This is an optimization exercise on Yosys and OpenROAD, whose aim is small area, not a production implementation. The RTL was checked by simulation tests, not by an equivalence proof against the original design. No activity file was given, so power comes from the tool's default toggle rates.

Setup of v6:
==> module exec_mem_ctrl, before the edit <==
module exec_mem_ctrl #(
    parameter int DM_WORDS = 64
) (
    input  logic        clk,
    input  logic        rst_n,
    input  logic [6:0]  opCode,
    input  logic [31:0] rd1,
    input  logic [31:0] rd2,
    input  logic [31:0] imm,
    input  logic [2:0]  op,
    input  logic        ALUSrc,
    input  logic        MemRead,
    input  logic        MemWrite,
    output logic [31:0] z,
    output logic        zero,
    output logic [31:0] memOut,
    output logic        isRtype,
    output logic        isItype,
    output logic        isLw,
    output logic        isStype,
    output logic        isbranch,
    output logic        isjump
);
    localparam int AW  = 6;
    localparam int NW  = 64;
    localparam int NG3 = 21;               
    localparam int NG  = NG3 + 1;          
    logic [31:0] mem_q [NW];
    logic [31:0] mem_d [NW];
    logic [NW-1:0] valid_q;
    logic [NW-1:0] wsel   [2];
    logic [NW-1:0] wsel_n [2];
    logic [NW-1:0] rsel   [2];
    logic [NG-1:0] part_n [32];
    always_comb begin
        isRtype  = (opCode == 7'h33);
        isLw     = (opCode == 7'h03);
        isItype  = (opCode == 7'h13) || (opCode == 7'h03);
        isStype  = (opCode == 7'h23);
        isbranch = (opCode == 7'h63);
        isjump   = (opCode == 7'h6F);
    end
    logic in_range;
    exec_alu u_alu (
        .rd1(rd1), .rd2(rd2), .imm(imm), .op(op), .ALUSrc(ALUSrc),
        .z(z), .zero(zero), .in_range(in_range)
    );
    logic [AW-1:0] word_idx;
    assign word_idx = z[AW+1:2];         
    logic wr_en, rd_en;
    assign wr_en = MemWrite && in_range;
    assign rd_en = MemRead && rst_n && in_range;
    logic [7:0] wlo, rlo, hi;
    always_comb begin
        for (int k = 0; k < 8; k++) begin
            wlo[k] = wr_en && (word_idx[2:0] == 3'(k));
            rlo[k] = rd_en && (word_idx[2:0] == 3'(k));
            hi[k]  = (word_idx[5:3] == 3'(k));
        end
    end
    for (genvar i = 0; i < NW; i++) begin : g_dec
        for (genvar h = 0; h < 2; h++) begin : g_half
            exec_mem_wdec u_wd (
                .lo(wlo[i % 8]), .hi(hi[i / 8]), .we(wsel[h][i]), .we_n(wsel_n[h][i])
            );
            exec_mem_rdec u_rd (
                .lo(rlo[i % 8]), .hi(hi[i / 8]), .v(valid_q[i]), .rs(rsel[h][i])
            );
        end
    end
    always_ff @(posedge clk or negedge rst_n) begin
        if (!rst_n) valid_q <= '0;
        else        valid_q <= valid_q | wsel[0];
    end
    logic        phase_q;
    logic [31:0] wdata_x;
    always_ff @(posedge clk or negedge rst_n) begin
        if (!rst_n) phase_q <= 1'b0;
        else        phase_q <= ~phase_q;
    end
    assign wdata_x = rd2 ^ {32{phase_q}};
    for (genvar i = 0; i < NW; i++) begin : g_word
        for (genvar b = 0; b < 32; b++) begin : g_bit
            exec_mem_wbit u_w (
                .q(mem_q[i][b]), .dd(wdata_x[b]), .we(wsel[b/16][i]), .we_n(wsel_n[b/16][i]),
                .nq(mem_d[i][b])
            );
        end
        always_ff @(posedge clk) mem_q[i] <= mem_d[i];
    end
    logic hit;
    logic [31:0] raw;
    assign hit = |rsel[0];
    for (genvar b = 0; b < 32; b++) begin : g_rd
        for (genvar g = 0; g < NG3; g++) begin : g_r3
            exec_mem_rd3 u_r (
                .q({mem_q[3*g+2][b], mem_q[3*g+1][b], mem_q[3*g][b]}),
                .s(rsel[b/16][3*g+2:3*g]),
                .y_n(part_n[b][g])
            );
        end
        exec_mem_rd1 u_r1 (
            .q(mem_q[NW-1][b]), .s(rsel[b/16][NW-1]), .y_n(part_n[b][NG3])
        );
        assign raw[b]    = ~&part_n[b];
        assign memOut[b] = raw[b] ^ (phase_q & hit);
    end
endmodule
==> flow/config.mk <==
export PLATFORM = sky130hd
export DESIGN_NAME = exec_mem_ctrl
export DESIGN_NICKNAME = exec_mem_ctrl
export VERILOG_FILES = /design/flow/design.v
export SDC_FILE = /design/flow/constraint.sdc
export NUM_CORES = 4
export LEC_CHECK = 0
export CAP_MARGIN = 30
export CORE_MARGIN = 2
export CORE_UTILIZATION = 60
export PLACE_DENSITY = 0.7
export SLEW_MARGIN = 30
export SYNTH_HIERARCHICAL = 1
==> flow/constraint.sdc <==
create_clock -name core_clock -period 16.0 [get_ports {clk}]
set_input_delay 3.2000 -clock core_clock [delete_from_list [all_inputs] [get_ports {clk}]]
set_output_delay 3.2000 -clock core_clock [all_outputs]
set_load 0.01 [all_outputs]
standard.sh (not shown) runs the stock make flow with config.mk's settings and CLKGATE_MAP_FILE= SYNTH_SCRIPT=/design/flow/synth_recipe.tcl, a recipe that flattens the netlist after the stock synthesis.
==> flow/flow/run.sh <==
#!/bin/bash
# Layout flow: the standard ORFS flow (standard.sh, unchanged synthesis),
# with two changes passed to ORFS through its environment variables:
#  - clock tree: clkbuf_8 leaf buffers in larger clusters, and no dummy loads;
#  - port buffers: the smallest buffer (sky130_fd_sc_hd__buf_1); repair_design
#    still resizes them where a port's load needs it.
# ORFS writes each step's full log under orfs/logs/; the make output goes to
# standard.log in the work folder.
set -euo pipefail
cd "$(dirname "$0")/.."
CTS_OPTS=$(cat flow/cts_args.txt)
export CTS_ARGS="-sink_clustering_enable -repair_clock_nets -dont_use_dummy_load ${CTS_OPTS}"
export BUFFER_PORTS_ARGS="-buffer_cell sky130_fd_sc_hd__buf_1"
bash standard.sh > standard.log 2>&1
==> flow/flow/cts_args.txt <==
-buf_list sky130_fd_sc_hd__clkbuf_8 -sink_clustering_size 18 -sink_clustering_max_diameter 55
## Diff of input files: v7 against v6
--- a/flow/design.v
+++ b/flow/design.v
@@ -195,14 +195,20 @@
     end
     logic        phase_q;
-    logic [31:0] wdata_x;
+    logic [31:0] wdata_xn;
+    logic [31:0] wdata_x [4];            
     always_ff @(posedge clk or negedge rst_n) begin
         if (!rst_n) phase_q <= 1'b0;
         else        phase_q <= ~phase_q;
     end
-    assign wdata_x = rd2 ^ {32{phase_q}};
+    assign wdata_xn = ~(rd2 ^ {32{phase_q}});
+    for (genvar c = 0; c < 4; c++) begin : g_wdx
+        for (genvar b = 0; b < 32; b++) begin : g_bit
+            exec_mem_inv u_i (.a(wdata_xn[b]), .y(wdata_x[c][b]));
+        end
+    end
     for (genvar i = 0; i < NW; i++) begin : g_word
         for (genvar b = 0; b < 32; b++) begin : g_bit
             exec_mem_wbit u_w (
-                .q(mem_q[i][b]), .dd(wdata_x[b]), .we(wsel[b/16][i]), .we_n(wsel_n[b/16][i]),
+                .q(mem_q[i][b]), .dd(wdata_x[i/16][b]), .we(wsel[b/16][i]), .we_n(wsel_n[b/16][i]),
                 .nq(mem_d[i][b])
             );
Results
Between v7 and v6, the difference in logic depth of the worst setup path including buffers is negligible. NOTE: area of the die in v7 exceeds that of v6. For the wire length, v7 came in about 3.8% higher than v6 did. The sequential cell fraction of total power on v6 is in line with that on v7. Layout-stage area growth over the synthesis result: v7 < v6. In the metrics for v7 and v6, the one carrying the higher setup slack after layout is v7. v7 vs. v6: multi-input gate share of the layout cell area saw a decrease; power did not really move.

-- re-timing with driven ports --
How much do the figures lean on ideal ports? The routed layouts below were timed once more, with nothing changed but the port constraints.
Step 1 (the two cells are an assumption about what drives the block):
set clk [get_ports {clk}]
set_driving_cell -lib_cell sky130_fd_sc_hd__clkbuf_16 $clk
set_driving_cell -lib_cell sky130_fd_sc_hd__buf_2 [delete_from_list [all_inputs] $clk]
Step 2 times the ports against the registers' clock, not the clock port: input delays grow and output delays shrink by t, the midpoint of the rising clock arrivals with the driver on.
Three values: no drivers, after step 1, after step 2; two values: the first two.
run | t, ns | setup slack, ns | worst slew at a driven data input, ns
v6 | 0.978 | 1.486 / 1.455 / 1.455 | 0.08
v7 | 0.972 | 1.562 / 1.539 / 1.539 | 0.10
After both steps setup and hold are still met in every run listed. The setup slack of v6, which loses most, moves by -0.031 ns with the drivers and by -0.031 ns with both steps.
